From an optimization exercise on the open Yosys and OpenROAD flow, aimed at small area, a short achievable clock period and few clock cycles per item; shortcuts taken in it are not production practice. Only simulation tests tie the RTL to the original design; equivalence was not proved. Power is estimated from default activity; no workload was simulated.

==> inputs of v39 <==
==> flow/design.v (excerpt) <==
module ahbmx
(
  input  logic        HCLK,
  input  logic        HRESETn,
  input  logic        m0_hsel,
  input  logic [31:0] m0_haddr,
  input  logic [1:0]  m0_htrans,
  input  logic        m0_hwrite,
  input  logic [2:0]  m0_hsize,
  input  logic [31:0] m0_hwdata,
  input  logic        m0_hready,
  output logic        m0_hreadyout,
  output logic        m0_hresp,
  output logic [31:0] m0_hrdata,
  input  logic        m1_hsel,
  input  logic [31:0] m1_haddr,
  input  logic [1:0]  m1_htrans,
  input  logic        m1_hwrite,
  input  logic [2:0]  m1_hsize,
  input  logic [31:0] m1_hwdata,
  input  logic        m1_hready,
  output logic        m1_hreadyout,
  output logic        m1_hresp,
  output logic [31:0] m1_hrdata
);
export LEC_CHECK = 0
export CAP_MARGIN = 20
export CORE_MARGIN = 2
export CORE_UTILIZATION = 40
export PLACE_DENSITY = 0.6
export SETUP_SLACK_MARGIN = 2.0
export SLEW_MARGIN = 20
export SYNTH_HIERARCHICAL = 1
export SYNTH_MINIMUM_KEEP_SIZE = 0
create_clock -name core_clock -period 5.0 [get_ports {HCLK}]
run.sh (not shown) runs the stock make flow with config.mk's settings and CLKGATE_MAP_FILE= SYNTH_SCRIPT=/design/flow/synth_recipe.tcl, a recipe that flattens the netlist after the stock synthesis.
==> v3 (differences from v39) <==
--- a/flow/design.v
+++ b/flow/design.v
@@ -39,25 +39,17 @@
   parameter int NBK = 4                   
 )
 (
   input  logic [NBK-1:0][31:0] brd,       
   input  logic [NBK-1:0]       bsel,      
-  input  logic [3:0]           fwd0,      
-  input  logic [3:0]           fwd1,      
-  input  logic [31:0]          wdata0,
-  input  logic [31:0]          wdata1,
   output logic [31:0]          rdata
 );
-  logic [31:0] rd;
-  always_comb
-  begin
-    rd = '0;
+  always_comb
+  begin
+    rdata = '0;
     for (int b = 0; b < NBK; b++)
-      rd = rd | (brd[b] & {32{bsel[b]}});
-    for (int j = 0; j < 4; j++)
-      rdata[j*8 +: 8] = fwd0[j] ? wdata0[j*8 +: 8] :
-                        fwd1[j] ? wdata1[j*8 +: 8] : rd[j*8 +: 8];
+      rdata = rdata | (brd[b] & {32{bsel[b]}});
   end
 endmodule
 `timescale 1ns/1ns
 module ahbmx_sram
 #(
@@ -126,21 +118,27 @@
   logic [1:0]       srv_q;      
   logic [1:0][5:0]  word_q;     
   logic [1:0][3:0]  be_q;       
   logic [1:0]       wr_q;       
   logic             prio_q;     
+  logic             win1_q;     
+  logic [1:0][3:0]  hrb_q;      
   logic [31:0] mem [64];
   logic [1:0]       acc;        
   logic [1:0]       inr;        
   logic [1:0]       cv;         
+  logic [1:0]       ok;         
   logic [1:0][5:0]  cw;
   logic [1:0][3:0]  cbe;
   logic [1:0]       cwr;
   logic [1:0][3:0]  be_in;
   logic             clash;
   logic             win1;       
   logic [1:0]       go;
+  logic [1:0]       haz;        
+  logic [1:0]       blk;        
+  logic [1:0]       wen;        
   always_comb
   begin
     for (int p = 0; p < 2; p++)
     begin
       acc[p] = sel[p] & trans[p][1] & ready[p];
@@ -148,19 +146,27 @@
       case (size[p])
         3'd0:    be_in[p] = 4'b0001 << addr[p][1:0];
         3'd1:    be_in[p] = addr[p][1] ? 4'b1100 : 4'b0011;
         default: be_in[p] = 4'b1111;
       endcase
-      cv[p]  = wait_q[p] | (acc[p] & inr[p]);
+      cv[p]  = wait_q[p] | acc[p];          
       cw[p]  = wait_q[p] ? word_q[p] : addr[p][7:2];
       cbe[p] = wait_q[p] ? be_q[p]   : be_in[p];
       cwr[p] = wait_q[p] ? wr_q[p]   : write[p];
     end
+    for (int p = 0; p < 2; p++)
+    begin
+      ok[p]  = wait_q[p] | inr[p];
+      haz[p] = ~cwr[p] & ((wen[0] & (word_q[0] == cw[p])) |
+                          (wen[1] & (word_q[1] == cw[p])));
+    end
+    for (int p = 0; p < 2; p++)
+      blk[p] = cwr[p] & wait_q[1-p] & ~wr_q[1-p] & haz[1-p] & (word_q[1-p] == cw[p]);
     clash = cv[0] & cv[1] & (cwr[0] == cwr[1]) & (cw[0][BB-1:0] == cw[1][BB-1:0]);
-    win1  = wait_q[1] | (~wait_q[0] & prio_q);
-    go[0] = cv[0] & ~(clash & win1);
-    go[1] = cv[1] & ~(clash & ~win1);
+    win1  = win1_q;
+    go[0] = cv[0] & ~(clash & win1)  & ~haz[0] & ~blk[0];
+    go[1] = cv[1] & ~(clash & ~win1) & ~haz[1] & ~blk[1];
   end
   always_ff @(posedge HCLK)
   begin
     if (!HRESETn)
     begin
@@ -168,17 +174,18 @@
       rs_q   <= 2'b00;
       wait_q <= 2'b00;
       err1_q <= 2'b00;
       srv_q  <= 2'b00;
       prio_q <= 1'b0;
+      win1_q <= 1'b0;
     end
     else
     begin
       for (int p = 0; p < 2; p++)
       begin
-        wait_q[p] <= cv[p] & ~go[p];
-        srv_q[p]  <= go[p];
+        wait_q[p] <= cv[p] & ~go[p] & ok[p];
+        srv_q[p]  <= go[p] & ok[p];
         err1_q[p] <= acc[p] & ~inr[p];
         if (acc[p] & ~inr[p])
         begin
           ro_q[p] <= 1'b0;                  
           rs_q[p] <= 1'b1;
@@ -194,10 +201,12 @@
           rs_q[p] <= 1'b0;
         end
       end
       if (clash)
         prio_q <= ~win1;
+      win1_q <= (cv[1] & ~go[1] & ok[1]) |
+                (~(cv[0] & ~go[0] & ok[0]) & (clash ? ~win1 : prio_q));
     end
   end
   always_ff @(posedge HCLK)
   begin
     for (int p = 0; p < 2; p++)
@@ -205,14 +214,15 @@
       if (!wait_q[p])
       begin
         word_q[p] <= addr[p][7:2];
         be_q[p]   <= be_in[p];
         wr_q[p]   <= write[p];
+        for (int b = 0; b < NBK; b++)
+          hrb_q[p][b] <= ~write[p] & (addr[p][2 +: BB] == b);
       end
     end
   end
-  logic [1:0]             wen;      
   logic [NBK-1:0][31:0]   bwd;      
   assign wen = srv_q & wr_q;
   always_comb
   begin
     for (int b = 0; b < NBK; b++)
@@ -231,26 +241,22 @@
   logic [1:0][NBK-1:0]   bdec;     
   logic [NBK-1:0]        take1;    
   logic [NBK-1:0][NW-1:0] rsel;    
   logic [NBK-1:0][NW-1:0][31:0] bwords;
   logic [NBK-1:0][31:0]  brd;      
-  logic [1:0][1:0][3:0]  fwd;      
-  logic [1:0][31:0]      rdn;
-  logic [1:0][31:0]      rdata_q;
   always_comb
   begin
     for (int p = 0; p < 2; p++)
     begin
       for (int b = 0; b < NBK; b++)
       begin
         bdec[p][b] = (cw[p][BB-1:0] == b);
-        rdb[p][b]  = cv[p] & ~cwr[p] & bdec[p][b];
+        rdb[p][b]  = wait_q[p] ? hrb_q[p][b]
+                               : acc[p] & ~write[p] & (addr[p][2 +: BB] == b);
       end
       for (int i = 0; i < NW; i++)
         wdec[p][i] = (cw[p][5:BB] == i);
-      for (int x = 0; x < 2; x++)
-        fwd[p][x] = {4{wen[x] & (word_q[x] == cw[p])}} & be_q[x];
     end
     for (int b = 0; b < NBK; b++)
     begin
       take1[b] = rdb[1][b] & (~rdb[0][b] | win1);
       rsel[b]  = take1[b] ? wdec[1] : wdec[0];
@@ -260,21 +266,19 @@
   end
   for (genvar b = 0; b < NBK; b++)
   begin : g_bank
     ahbmx_sram #(.NW(NW)) u_rd (.words(bwords[b]), .sel(rsel[b]), .rdata(brd[b]));
   end
-  for (genvar p = 0; p < 2; p++)
-  begin : g_port
-    ahbmx_out_stage #(.NBK(NBK)) u_rd (
-      .brd(brd), .bsel(bdec[p]), .fwd0(fwd[p][0]), .fwd1(fwd[p][1]),
-      .wdata0(wdata[0]), .wdata1(wdata[1]), .rdata(rdn[p])
-    );
-  end
-  always_ff @(posedge HCLK)
-    rdata_q <= rdn;
-  assign m0_hrdata = rdata_q[0];
-  assign m1_hrdata = rdata_q[1];
+  logic [NBK-1:0][31:0]  brd_q;
+  logic [1:0][NBK-1:0]   bsel_q;
+  always_ff @(posedge HCLK)
+  begin
+    brd_q  <= brd;
+    bsel_q <= bdec;
+  end
+  ahbmx_out_stage #(.NBK(NBK)) u_rd0 (.brd(brd_q), .bsel(bsel_q[0]), .rdata(m0_hrdata));
+  ahbmx_out_stage #(.NBK(NBK)) u_rd1 (.brd(brd_q), .bsel(bsel_q[1]), .rdata(m1_hrdata));
   assign m0_hreadyout = ro_q[0];
   assign m0_hresp     = rs_q[0];
   assign m1_hreadyout = ro_q[1];
   assign m1_hresp     = rs_q[1];
 endmodule
==> flow/flow/run.sh (new file) <==
#!/bin/bash
# Standard layout (the standard.sh), with two changes:
#  - the port buffers are plain buf cells instead of the delay cells that
#    buffer_ports picks by default; every port still gets a buffer;
#  - clock tree synthesis clusters more sinks per leaf buffer and inserts no
#    dummy loads. The tree stays balanced.
# The whole ORFS output goes to standard_flow.log; each step's log is kept
# under orfs/logs.
set -euo pipefail
export BUFFER_PORTS_ARGS="-buffer_cell sky130_fd_sc_hd__buf_2"
export CTS_ARGS="-sink_clustering_enable -repair_clock_nets -dont_use_dummy_load -sink_clustering_size 24 -sink_clustering_max_diameter 80"
bash standard.sh > standard_flow.log 2>&1
==> flow/standard.sh (new file) <==
#!/bin/bash
# synth_recipe.tcl (not shown) runs the flow's synth.tcl, then flattens the netlist and writes it again
# the make line also repeats each setting of config.mk as NAME=value (left out here)
make -C /OpenROAD-flow-scripts/flow DESIGN_CONFIG=/design/flow/config.mk WORK_HOME=/design/flow/orfs CLKGATE_MAP_FILE= SYNTH_SCRIPT=/design/flow/synth_recipe.tcl "${@:-finish}"
CORE_UTILIZATION = 60   (was 40)
PLACE_DENSITY = 0.75   (was 0.6)
removed: flow/run.sh
==> v5 (differences from v39) <==
--- a/flow/design.v
+++ b/flow/design.v
@@ -39,25 +39,17 @@
   parameter int NBK = 4                   
 )
 (
   input  logic [NBK-1:0][31:0] brd,       
   input  logic [NBK-1:0]       bsel,      
-  input  logic [3:0]           fwd0,      
-  input  logic [3:0]           fwd1,      
-  input  logic [31:0]          wdata0,
-  input  logic [31:0]          wdata1,
   output logic [31:0]          rdata
 );
-  logic [31:0] rd;
-  always_comb
-  begin
-    rd = '0;
+  always_comb
+  begin
+    rdata = '0;
     for (int b = 0; b < NBK; b++)
-      rd = rd | (brd[b] & {32{bsel[b]}});
-    for (int j = 0; j < 4; j++)
-      rdata[j*8 +: 8] = fwd0[j] ? wdata0[j*8 +: 8] :
-                        fwd1[j] ? wdata1[j*8 +: 8] : rd[j*8 +: 8];
+      rdata = rdata | (brd[b] & {32{bsel[b]}});
   end
 endmodule
 `timescale 1ns/1ns
 module ahbmx_sram
 #(
@@ -126,21 +118,27 @@
   logic [1:0]       srv_q;      
   logic [1:0][5:0]  word_q;     
   logic [1:0][3:0]  be_q;       
   logic [1:0]       wr_q;       
   logic             prio_q;     
+  logic             win1_q;     
+  logic [1:0][3:0]  hrb_q;      
   logic [31:0] mem [64];
   logic [1:0]       acc;        
   logic [1:0]       inr;        
   logic [1:0]       cv;         
+  logic [1:0]       ok;         
   logic [1:0][5:0]  cw;
   logic [1:0][3:0]  cbe;
   logic [1:0]       cwr;
   logic [1:0][3:0]  be_in;
   logic             clash;
   logic             win1;       
   logic [1:0]       go;
+  logic [1:0]       haz;        
+  logic [1:0]       blk;        
+  logic [1:0]       wen;        
   always_comb
   begin
     for (int p = 0; p < 2; p++)
     begin
       acc[p] = sel[p] & trans[p][1] & ready[p];
@@ -148,19 +146,27 @@
       case (size[p])
         3'd0:    be_in[p] = 4'b0001 << addr[p][1:0];
         3'd1:    be_in[p] = addr[p][1] ? 4'b1100 : 4'b0011;
         default: be_in[p] = 4'b1111;
       endcase
-      cv[p]  = wait_q[p] | (acc[p] & inr[p]);
+      cv[p]  = wait_q[p] | acc[p];          
       cw[p]  = wait_q[p] ? word_q[p] : addr[p][7:2];
       cbe[p] = wait_q[p] ? be_q[p]   : be_in[p];
       cwr[p] = wait_q[p] ? wr_q[p]   : write[p];
     end
+    for (int p = 0; p < 2; p++)
+    begin
+      ok[p]  = wait_q[p] | inr[p];
+      haz[p] = ~cwr[p] & ((wen[0] & (word_q[0] == cw[p])) |
+                          (wen[1] & (word_q[1] == cw[p])));
+    end
+    for (int p = 0; p < 2; p++)
+      blk[p] = cwr[p] & wait_q[1-p] & ~wr_q[1-p] & haz[1-p] & (word_q[1-p] == cw[p]);
     clash = cv[0] & cv[1] & (cwr[0] == cwr[1]) & (cw[0][BB-1:0] == cw[1][BB-1:0]);
-    win1  = wait_q[1] | (~wait_q[0] & prio_q);
-    go[0] = cv[0] & ~(clash & win1);
-    go[1] = cv[1] & ~(clash & ~win1);
+    win1  = win1_q;
+    go[0] = cv[0] & ~(clash & win1)  & ~haz[0] & ~blk[0];
+    go[1] = cv[1] & ~(clash & ~win1) & ~haz[1] & ~blk[1];
   end
   always_ff @(posedge HCLK)
   begin
     if (!HRESETn)
     begin
@@ -168,17 +174,18 @@
       rs_q   <= 2'b00;
       wait_q <= 2'b00;
       err1_q <= 2'b00;
       srv_q  <= 2'b00;
       prio_q <= 1'b0;
+      win1_q <= 1'b0;
     end
     else
     begin
       for (int p = 0; p < 2; p++)
       begin
-        wait_q[p] <= cv[p] & ~go[p];
-        srv_q[p]  <= go[p];
+        wait_q[p] <= cv[p] & ~go[p] & ok[p];
+        srv_q[p]  <= go[p] & ok[p];
         err1_q[p] <= acc[p] & ~inr[p];
         if (acc[p] & ~inr[p])
         begin
           ro_q[p] <= 1'b0;                  
           rs_q[p] <= 1'b1;
@@ -194,10 +201,12 @@
           rs_q[p] <= 1'b0;
         end
       end
       if (clash)
         prio_q <= ~win1;
+      win1_q <= (cv[1] & ~go[1] & ok[1]) |
+                (~(cv[0] & ~go[0] & ok[0]) & (clash ? ~win1 : prio_q));
     end
   end
   always_ff @(posedge HCLK)
   begin
     for (int p = 0; p < 2; p++)
@@ -205,14 +214,15 @@
       if (!wait_q[p])
       begin
         word_q[p] <= addr[p][7:2];
         be_q[p]   <= be_in[p];
         wr_q[p]   <= write[p];
+        for (int b = 0; b < NBK; b++)
+          hrb_q[p][b] <= ~write[p] & (addr[p][2 +: BB] == b);
       end
     end
   end
-  logic [1:0]             wen;      
   logic [NBK-1:0][31:0]   bwd;      
   assign wen = srv_q & wr_q;
   always_comb
   begin
     for (int b = 0; b < NBK; b++)
@@ -231,26 +241,22 @@
   logic [1:0][NBK-1:0]   bdec;     
   logic [NBK-1:0]        take1;    
   logic [NBK-1:0][NW-1:0] rsel;    
   logic [NBK-1:0][NW-1:0][31:0] bwords;
   logic [NBK-1:0][31:0]  brd;      
-  logic [1:0][1:0][3:0]  fwd;      
-  logic [1:0][31:0]      rdn;
-  logic [1:0][31:0]      rdata_q;
   always_comb
   begin
     for (int p = 0; p < 2; p++)
     begin
       for (int b = 0; b < NBK; b++)
       begin
         bdec[p][b] = (cw[p][BB-1:0] == b);
-        rdb[p][b]  = cv[p] & ~cwr[p] & bdec[p][b];
+        rdb[p][b]  = wait_q[p] ? hrb_q[p][b]
+                               : acc[p] & ~write[p] & (addr[p][2 +: BB] == b);
       end
       for (int i = 0; i < NW; i++)
         wdec[p][i] = (cw[p][5:BB] == i);
-      for (int x = 0; x < 2; x++)
-        fwd[p][x] = {4{wen[x] & (word_q[x] == cw[p])}} & be_q[x];
     end
     for (int b = 0; b < NBK; b++)
     begin
       take1[b] = rdb[1][b] & (~rdb[0][b] | win1);
       rsel[b]  = take1[b] ? wdec[1] : wdec[0];
@@ -260,21 +266,19 @@
   end
   for (genvar b = 0; b < NBK; b++)
   begin : g_bank
     ahbmx_sram #(.NW(NW)) u_rd (.words(bwords[b]), .sel(rsel[b]), .rdata(brd[b]));
   end
-  for (genvar p = 0; p < 2; p++)
-  begin : g_port
-    ahbmx_out_stage #(.NBK(NBK)) u_rd (
-      .brd(brd), .bsel(bdec[p]), .fwd0(fwd[p][0]), .fwd1(fwd[p][1]),
-      .wdata0(wdata[0]), .wdata1(wdata[1]), .rdata(rdn[p])
-    );
-  end
-  always_ff @(posedge HCLK)
-    rdata_q <= rdn;
-  assign m0_hrdata = rdata_q[0];
-  assign m1_hrdata = rdata_q[1];
+  logic [NBK-1:0][31:0]  brd_q;
+  logic [1:0][NBK-1:0]   bsel_q;
+  always_ff @(posedge HCLK)
+  begin
+    brd_q  <= brd;
+    bsel_q <= bdec;
+  end
+  ahbmx_out_stage #(.NBK(NBK)) u_rd0 (.brd(brd_q), .bsel(bsel_q[0]), .rdata(m0_hrdata));
+  ahbmx_out_stage #(.NBK(NBK)) u_rd1 (.brd(brd_q), .bsel(bsel_q[1]), .rdata(m1_hrdata));
   assign m0_hreadyout = ro_q[0];
   assign m0_hresp     = rs_q[0];
   assign m1_hreadyout = ro_q[1];
   assign m1_hresp     = rs_q[1];
 endmodule
==> flow/flow/run.sh (new file) <==
#!/bin/bash
# Standard layout (the standard.sh), with two changes:
#  - the port buffers are plain buf cells instead of the delay cells that
#    buffer_ports picks by default; every port still gets a buffer;
#  - clock tree synthesis clusters more sinks per leaf buffer and inserts no
#    dummy loads. The tree stays balanced.
# The whole ORFS output goes to standard_flow.log; each step's log is kept
# under orfs/logs.
set -euo pipefail
export BUFFER_PORTS_ARGS="-buffer_cell sky130_fd_sc_hd__buf_2"
export CTS_ARGS="-sink_clustering_enable -repair_clock_nets -dont_use_dummy_load -sink_clustering_size 24 -sink_clustering_max_diameter 80"
bash standard.sh > standard_flow.log 2>&1
==> flow/standard.sh (new file) <==
#!/bin/bash
# synth_recipe.tcl (not shown) runs the flow's synth.tcl, then flattens the netlist and writes it again
# the make line also repeats each setting of config.mk as NAME=value (left out here)
make -C /OpenROAD-flow-scripts/flow DESIGN_CONFIG=/design/flow/config.mk WORK_HOME=/design/flow/orfs CLKGATE_MAP_FILE= SYNTH_SCRIPT=/design/flow/synth_recipe.tcl "${@:-finish}"
CORE_UTILIZATION = 50   (was 40)
PLACE_DENSITY = 0.7   (was 0.6)
removed: flow/run.sh
==> impl_results.md <==
- Status: complete, no violations
- Sequential cell count: 2226
- Lkg Pwr: 0.0291 uW
- WL final: 237000 um
- CTS buffer count: 105
- #FFs+latches synth: 2226
- Clkbuf count: ~110
- Slew HR: 0.149
- Worst setup startpoint: word_q[2]
- Min setup slack post-route: 1.88 ns
- Routed wire length per instance: between 30 and 40 um
- Non-clock buffer count: 374
- Worst-path fanout max: 10
- Cell area after layout: between 0.09 and 0.1 mm^2
Source of the figures above: v5

==> impl_results.md <==
- Status: complete, no violations
- Top reg by flops: mem
- Post-Syn Nets: 4905
- Clkbuf count: 268
- Setup-failing EPs final: 0
- Slew HR: 0.227
- Worst setup startpoint: m0_haddr[6]
- CTS buffer count: roughly 210
- Worst-path fanout max: 4
- Routed wire length per instance: 35.2 um
- Vias per cell: 6.33
- Buffers on Ports: approximately 210
- CTS tree: done
- Sequential cell count: between 2000 and 2500
- Min setup slack post-route: 0.831 ns
- Non-clock buffer count: 775
- #FFs+latches synth: 2145
Source of the figures above: v39

==> impl_results.md <==
- Status: complete, no violations
- Routed wire length per instance: 39.6 um
- Die height: between 300 and 400 um
- Diode count: 63
- Max reg flops: 2048
- Routed via count: 52300
- Worst setup startpoint: m1_hready
- WL final: 276000 um
- Worst-path fanout max: 10
- Non-clock buffer count: 468
- Adder-cell share of the synthesized area: 0
- Cell area after layout: 0.0939 mm^2
- Sequential cell count: 2226
- CTS buffer count: roughly 110
- Clkbuf count: 105
- #FFs+latches synth: 2226
- Slew HR: 0.226
Source of the figures above: v3

Testbench counts of v39, summed over its fixed seeds: cycles 4,279, items 8,000.
Testbench counts of v3, summed over its fixed seeds: cycles 4,338, items 8,000.
Testbench counts of v5, summed over its fixed seeds: cycles 4,338, items 8,000.

==> afterwards: timing with drivers on the ports <==
No port has a modelled driver above. Below, the same layouts with a new extraction and two added sets of constraints.
Step 1 assumes that a clkbuf_16 drives the clock port and a buf_2 every other input.
Step 2, shift: input delay + t, output delay - t, t = (earliest + latest rising clock arrival at the registers) / 2. This alone moves slack from input paths to output paths.
Three values: ideal, step 1, step 2; two values: the first two.
| run | t, ns | slack for setup (ns) | latest minus earliest clock arrival (ns) | worst slew at a driven data input, ns | cell pins on the clock port's net |
|---|---|---|---|---|---|
| v39 | 0.941 | 0.831 / 0.845 / -0.061 | 0.042 / 0.042 | 0.14 | 1 |
| v3 | 0.829 | 1.844 / 1.844 / 1.073 | 0.085 / 0.086 | 0.09 | 1 |
| v5 | 0.800 | 1.876 / 1.876 / 1.316 | 0.087 / 0.087 | 0.25 | 1 |
Met with ideal ports but missed after step 2: setup timing in v39. The setup slack of v39, which loses most, moves by +0.014 ns with the drivers and by -0.892 ns with both steps.
